This design comes from an exercise in tuning for small area and a short achievable clock period on the open sky130 flow, not from production work.
In this exercise RTL edits were held to simulation tests only and were not proved equivalent to the original.
Power and IR drop assume default switching activity.

trial 40:
==> flow/design.v <==
package param_rr_scheduler_pkg;
  localparam int DISPATCH_W   = 32;
  localparam int DEST_LSB_DEF = 2;
  function automatic int clog2(input int v);
    int r;
    begin
      r = 0;
      while ((1 << r) < v) r = r + 1;
      clog2 = r;
    end
  endfunction
endpackage
module sched_fifo_sync
#(
  parameter int DATA_W = 32,
  parameter int DEPTH  = 16
) (
  input  logic                  i_clk,
  input  logic                  i_rst,
  input  logic                  i_wr_en,
  input  logic [DATA_W-1:0]     i_wr_data,
  input  logic                  i_rd_en,
  output logic [DATA_W-1:0]     o_rd_data,
  output logic [param_rr_scheduler_pkg::clog2(DEPTH):0] o_count,
  output logic                  o_full,
  output logic                  o_nempty
);
  localparam int AW = param_rr_scheduler_pkg::clog2(DEPTH);
  localparam int BD = DEPTH - 1;    
  logic [DATA_W-1:0] mem [BD];
  logic [DATA_W-1:0] head;
  logic [DATA_W-1:0] mem_rd;
  logic [BD-1:0]     wr_ptr;     
  logic [BD-1:0]     rd_ptr;     
  logic [AW:0]       count;
  logic [AW:0]       count_inc;    
  logic [AW:0]       count_dec;    
  logic [AW:0]       count_p1;
  logic [AW:0]       count_m1;
  logic              nempty;
  logic              one;        
  logic              full;       
  logic              do_wr;
  logic              ld_mem;
  logic              ld_wr;
  logic              sel_wr;
  logic              sel_mem;
  logic              sel_head;
  logic [BD-1:0]     wr_sel;
  logic [BD-1:0]     rd_sel;
  assign o_full    = count[AW];
  assign o_nempty  = nempty;
  assign o_count   = count;
  assign o_rd_data = head;
  assign do_wr     = i_wr_en && !full;
  assign wr_sel    = wr_ptr;
  assign rd_sel    = rd_ptr;
  always_comb begin
    logic ones, zeros;
    ones  = 1'b1;
    zeros = 1'b1;
    for (int i = 0; i <= AW; i++) begin
      count_inc[i] = ones;
      count_dec[i] = zeros;
      ones  = ones  &&  count[i];
      zeros = zeros && !count[i];
    end
  end
  assign count_p1 = count ^ count_inc;
  assign count_m1 = count ^ count_dec;
  assign ld_mem = i_rd_en && !one;
  assign ld_wr  = do_wr && (!nempty || (i_rd_en && one));
  assign sel_wr   = i_rd_en ? one : !nempty;
  assign sel_mem  = i_rd_en && !one;
  assign sel_head = !i_rd_en && nempty;
  always_comb begin
    mem_rd = '0;
    for (int i = 0; i < BD; i++)
      mem_rd = mem_rd | (mem[i] & {DATA_W{rd_sel[i]}});
  end
  always_ff @(posedge i_clk) begin
    head <= (head      & {DATA_W{sel_head}})
          | (mem_rd    & {DATA_W{sel_mem}})
          | (i_wr_data & {DATA_W{sel_wr}});
  end
  always_ff @(posedge i_clk) begin
    if (i_rst) begin
      wr_ptr <= BD'(1);
      rd_ptr <= BD'(1);
      count  <= '0;
      nempty <= 1'b0;
      one    <= 1'b0;
      full   <= 1'b0;
    end else begin
      if (do_wr && !ld_wr) wr_ptr <= {wr_ptr[BD-2:0], wr_ptr[BD-1]};
      if (ld_mem)          rd_ptr <= {rd_ptr[BD-2:0], rd_ptr[BD-1]};
      if (i_rd_en) begin
        count <= do_wr ? count : count_m1;
        one   <= do_wr ? one   : (count == (AW+1)'(2));
        full  <= 1'b0;    
      end else begin
        count <= do_wr ? count_p1 : count;
        one   <= do_wr ? !nempty  : one;
        full  <= do_wr ? (count == (AW+1)'(DEPTH-1)) : full;
      end
      nempty <= do_wr || (nempty && !(i_rd_en && one));
    end
  end
  always_ff @(posedge i_clk) begin
    for (int i = 0; i < BD; i++)
      if (do_wr && wr_sel[i]) mem[i] <= i_wr_data;
  end
endmodule
module param_rr_scheduler
#(
  parameter int NUM_PORTS  = 4,
  parameter int DATA_W     = param_rr_scheduler_pkg::DISPATCH_W,
  parameter int FIFO_DEPTH = 16,
  parameter int NUM_OUT    = 4,
  parameter int DEST_LSB   = param_rr_scheduler_pkg::DEST_LSB_DEF
) (
  input  logic                                      i_clk,
  input  logic                                      i_rst,
  input  logic [NUM_PORTS*DATA_W-1:0]               i_wr_data,
  input  logic [NUM_PORTS-1:0]                      i_wr_en,
  output logic [NUM_PORTS-1:0]                      o_full,
  output logic [NUM_PORTS*(param_rr_scheduler_pkg::clog2(FIFO_DEPTH)+1)-1:0] o_level,
  input  logic                                      i_mode,
  output logic                                      o_cb_valid,
  input  logic                                      i_cb_ready,
  output logic [DATA_W-1:0]                         o_cb_data,
  output logic [param_rr_scheduler_pkg::clog2(NUM_OUT)-1:0]                 o_cb_sel,
  output logic [param_rr_scheduler_pkg::clog2(NUM_PORTS)-1:0]               o_cb_src
);
  localparam int LW    = param_rr_scheduler_pkg::clog2(FIFO_DEPTH) + 1;
  localparam int SEL_W = param_rr_scheduler_pkg::clog2(NUM_OUT);
  localparam int SRC_W = param_rr_scheduler_pkg::clog2(NUM_PORTS);
  logic [DATA_W-1:0]    head [NUM_PORTS];
  logic [LW-1:0]        cnt  [NUM_PORTS];
  logic [NUM_PORTS-1:0] req;
  logic [NUM_PORTS-1:0] pop;
  logic [NUM_PORTS*NUM_PORTS-1:0] rr_ahead;
  logic [NUM_PORTS*NUM_PORTS-1:0] rr_ahead_nx;
  logic [NUM_PORTS-1:0] gnt;
  logic [SRC_W-1:0]     gnt_idx;
  logic                 gnt_vld;
  logic                 loadable;
  logic [DATA_W-1:0]    gnt_data;
  for (genvar k = 0; k < NUM_PORTS; k++) begin : g_q
    sched_fifo_sync #(
      .DATA_W(DATA_W),
      .DEPTH (FIFO_DEPTH)
    ) u_fifo (
      .i_clk    (i_clk),
      .i_rst    (i_rst),
      .i_wr_en  (i_wr_en[k]),
      .i_wr_data(i_wr_data[k*DATA_W +: DATA_W]),
      .i_rd_en  (pop[k]),
      .o_rd_data(head[k]),
      .o_count  (cnt[k]),
      .o_full   (o_full[k]),
      .o_nempty (req[k])
    );
    assign o_level[k*LW +: LW] = cnt[k];
    assign pop[k] = loadable && gnt[k];
  end
  assign loadable = !o_cb_valid || i_cb_ready;
  assign gnt_vld  = |req;
  always_comb begin : p_arb
    logic blocked;
    for (int k = 0; k < NUM_PORTS; k++) begin
      blocked = 1'b0;
      for (int j = 0; j < NUM_PORTS; j++)
        if (j != k)
          blocked = blocked ||
                    (req[j] && (i_mode ? (j < k) : rr_ahead[k*NUM_PORTS + j]));
      gnt[k] = req[k] && !blocked;
    end
  end
  always_comb begin : p_rr_next
    for (int k = 0; k < NUM_PORTS; k++) begin
      for (int j = 0; j < NUM_PORTS; j++) begin
        rr_ahead_nx[k*NUM_PORTS + j] = 1'b0;
        for (int g = 0; g < NUM_PORTS; g++)
          if (j != k &&
              ((j - g - 1 + 2*NUM_PORTS) % NUM_PORTS) <
              ((k - g - 1 + 2*NUM_PORTS) % NUM_PORTS))
            rr_ahead_nx[k*NUM_PORTS + j] = rr_ahead_nx[k*NUM_PORTS + j] || gnt[g];
      end
    end
  end
  always_comb begin
    gnt_idx  = o_cb_src  & {SRC_W{!loadable}};
    gnt_data = o_cb_data & {DATA_W{!loadable}};
    for (int i = 0; i < NUM_PORTS; i++) begin
      gnt_idx  = gnt_idx  | (SRC_W'(i) & {SRC_W{pop[i]}});
      gnt_data = gnt_data | (head[i]   & {DATA_W{pop[i]}});
    end
  end
  assign o_cb_sel = o_cb_data[DEST_LSB +: SEL_W];
  always_ff @(posedge i_clk) begin
    if (i_rst) begin
      o_cb_valid <= 1'b0;
      for (int k = 0; k < NUM_PORTS; k++)
        for (int j = 0; j < NUM_PORTS; j++)
          rr_ahead[k*NUM_PORTS + j] <= (j < k);
    end else if (loadable) begin
      o_cb_valid <= gnt_vld;
      if (gnt_vld) rr_ahead <= rr_ahead_nx;
    end
  end
  always_ff @(posedge i_clk) begin
    o_cb_data <= gnt_data;
    o_cb_src  <= gnt_idx;
  end
endmodule
export LEC_CHECK = 0
export CAP_MARGIN = 20
export CORE_MARGIN = 2
export CORE_UTILIZATION = 55
export SETUP_SLACK_MARGIN = 2.5
export SLEW_MARGIN = 20
create_clock -name core_clock -period 4.5 [get_ports {i_clk}]
standard.sh (not shown) runs the stock make flow with config.mk's settings and CLKGATE_MAP_FILE= SYNTH_SCRIPT=/design/flow/synth_recipe.tcl, a recipe that flattens the netlist after the stock synthesis.
==> flow/flow/run.sh <==
#!/bin/bash
# The standard ORFS layout (the standard.sh, standard synthesis), with
# three changes to how the layout is built:
#  - clock tree: larger sink clusters and no dummy loads, so fewer leaf
#    buffers drive the registers (every register still gets its clock
#    through the same three buffer levels);
#  - port buffers: a plain buf_2 on every input and output port instead of
#    the delay cell buffer_ports picks by default;
#  - pin placement: the crossbar output pins (o_cb_*) are kept together in
#    the middle of the top edge (flow/pre_io.tcl), so the output register
#    can sit next to them.
# make's full output goes to flow_make.log here; ORFS keeps each step's log
# under orfs/logs/.
set -euo pipefail
export CTS_ARGS="-sink_clustering_enable -repair_clock_nets -dont_use_dummy_load -sink_clustering_size 24 -sink_clustering_max_diameter 150"
export BUFFER_PORTS_ARGS="-buffer_cell sky130_fd_sc_hd__buf_2"
export PRE_IO_PLACEMENT_TCL="$PWD/flow/pre_io.tcl"
bash standard.sh finish > flow_make.log 2>&1
==> flow/flow/pre_io.tcl <==
# Keep the crossbar output pins together on the top edge, centred, so the
# output register sits next to them.
set die [[ord::get_db_block] getDieArea]
set w [expr {[$die xMax] / 1000.0}]
set lo [expr {round($w * 0.5 - 40)}]
set hi [expr {round($w * 0.5 + 40)}]
set_io_pin_constraint -pin_names [get_ports {o_cb_data* o_cb_sel* o_cb_src* o_cb_valid}] -region top:$lo-$hi
Inputs modified between trial 40 and build 98:
-- flow/design.v --
<<< trial 40, line 140
  logic [NUM_PORTS-1:0] req;
  logic [NUM_PORTS-1:0] pop;
  logic [NUM_PORTS*NUM_PORTS-1:0] rr_ahead;
  logic [NUM_PORTS*NUM_PORTS-1:0] rr_ahead_nx;
  logic [NUM_PORTS-1:0] gnt;
  logic [SRC_W-1:0]     gnt_idx;
>>> build 98, line 140
  logic [NUM_PORTS-1:0] req;
  logic [NUM_PORTS-1:0] pop;
  logic [NUM_PORTS-1:0] rr_oh;      
  logic [NUM_PORTS-1:0] gnt_rr;
  logic [NUM_PORTS-1:0] gnt_sp;
  logic [NUM_PORTS-1:0] gnt;
  logic [SRC_W-1:0]     gnt_idx;
<<< trial 40, line 169
  always_comb begin : p_arb
    logic blocked;
    for (int k = 0; k < NUM_PORTS; k++) begin
      blocked = 1'b0;
      for (int j = 0; j < NUM_PORTS; j++)
        if (j != k)
          blocked = blocked ||
                    (req[j] && (i_mode ? (j < k) : rr_ahead[k*NUM_PORTS + j]));
      gnt[k] = req[k] && !blocked;
    end
  end
  always_comb begin : p_rr_next
    for (int k = 0; k < NUM_PORTS; k++) begin
      for (int j = 0; j < NUM_PORTS; j++) begin
        rr_ahead_nx[k*NUM_PORTS + j] = 1'b0;
        for (int g = 0; g < NUM_PORTS; g++)
          if (j != k &&
              ((j - g - 1 + 2*NUM_PORTS) % NUM_PORTS) <
              ((k - g - 1 + 2*NUM_PORTS) % NUM_PORTS))
            rr_ahead_nx[k*NUM_PORTS + j] = rr_ahead_nx[k*NUM_PORTS + j] || gnt[g];
      end
    end
  end
  always_comb begin
    gnt_idx  = o_cb_src  & {SRC_W{!loadable}};
>>> build 98, line 170
  always_comb begin : p_arb
    logic blocked;
    int   idx;
    gnt_sp  = '0;
    blocked = 1'b0;
    for (int i = 0; i < NUM_PORTS; i++) begin
      gnt_sp[i] = req[i] && !blocked;
      blocked   = blocked || req[i];
    end
    gnt_rr = '0;
    for (int k = 0; k < NUM_PORTS; k++) begin
      for (int d = 0; d < NUM_PORTS; d++) begin
        blocked = 1'b0;
        for (int e = 1; e <= d; e++)
          blocked = blocked || req[(k - e + NUM_PORTS) % NUM_PORTS];
        gnt_rr[k] = gnt_rr[k] ||
                    (rr_oh[(k - d + NUM_PORTS) % NUM_PORTS] && !blocked);
      end
      gnt_rr[k] = gnt_rr[k] && req[k];
    end
  end
  assign gnt = i_mode ? gnt_sp : gnt_rr;
  always_comb begin
    gnt_idx  = o_cb_src  & {SRC_W{!loadable}};
<<< trial 40, line 202
    if (i_rst) begin
      o_cb_valid <= 1'b0;
      for (int k = 0; k < NUM_PORTS; k++)
        for (int j = 0; j < NUM_PORTS; j++)
          rr_ahead[k*NUM_PORTS + j] <= (j < k);
    end else if (loadable) begin
      o_cb_valid <= gnt_vld;
      if (gnt_vld) rr_ahead <= rr_ahead_nx;
    end
  end
>>> build 98, line 202
    if (i_rst) begin
      o_cb_valid <= 1'b0;
      rr_oh      <= NUM_PORTS'(1);
    end else if (loadable) begin
      o_cb_valid <= gnt_vld;
      if (gnt_vld) rr_oh <= {gnt[NUM_PORTS-2:0], gnt[NUM_PORTS-1]};
    end
  end
## What came out
Against trial 40, build 98 comes in about 5% higher on wire length of the first global-routing pass.
Comparing trial 40 and build 98, the higher total placed instance area is on build 98.
Non-clock buffer count (trial 40 / build 98): 0.867
Build 98 against trial 40: share of layout cells above drive strength 1 climbed 2.1 points, cell area climbed 2.8%, amount of wire on met2 after detailed routing climbed 9400 um, met3 demand-to-capacity share in global routing dropped 0.61 points.
Sequential logic power essentially unchanged between trial 40 and build 98.
Total wire length: build 98 vs trial 40 up about 9%
Build 98 vs. trial 40: buffering overhead went up by 1.0 points.

==> re-timing with driven ports <==
In the flow no input, the clock included, has a driving cell. The finished layouts below were timed again as built, in two steps.
Step 1 (the two cells are an assumption about what drives the block):
set clk [get_ports {i_clk}]
set_driving_cell -lib_cell sky130_fd_sc_hd__clkbuf_16 $clk
set_driving_cell -lib_cell sky130_fd_sc_hd__buf_2 [delete_from_list [all_inputs] $clk]
Step 2, shift: input delay + t, output delay - t, t = (earliest + latest rising clock arrival at the registers) / 2. This alone moves slack from input paths to output paths.
Three values: no drivers, after step 1, after step 2; two values: the first two.
run	t (ns)	setup WS [ns]	latest minus earliest clock arrival (ns)	worst slew at a driven data input, ns
trial 40	0.822	2.270 / 2.187 / 1.503	0.061 / 0.060	0.18
build 98	0.819	2.270 / 2.203 / 1.678	0.057 / 0.057	0.17
After both steps setup and hold are still met in every run listed. The setup slack of trial 40, which loses most, moves by -0.083 ns with the drivers and by -0.767 ns with both steps.
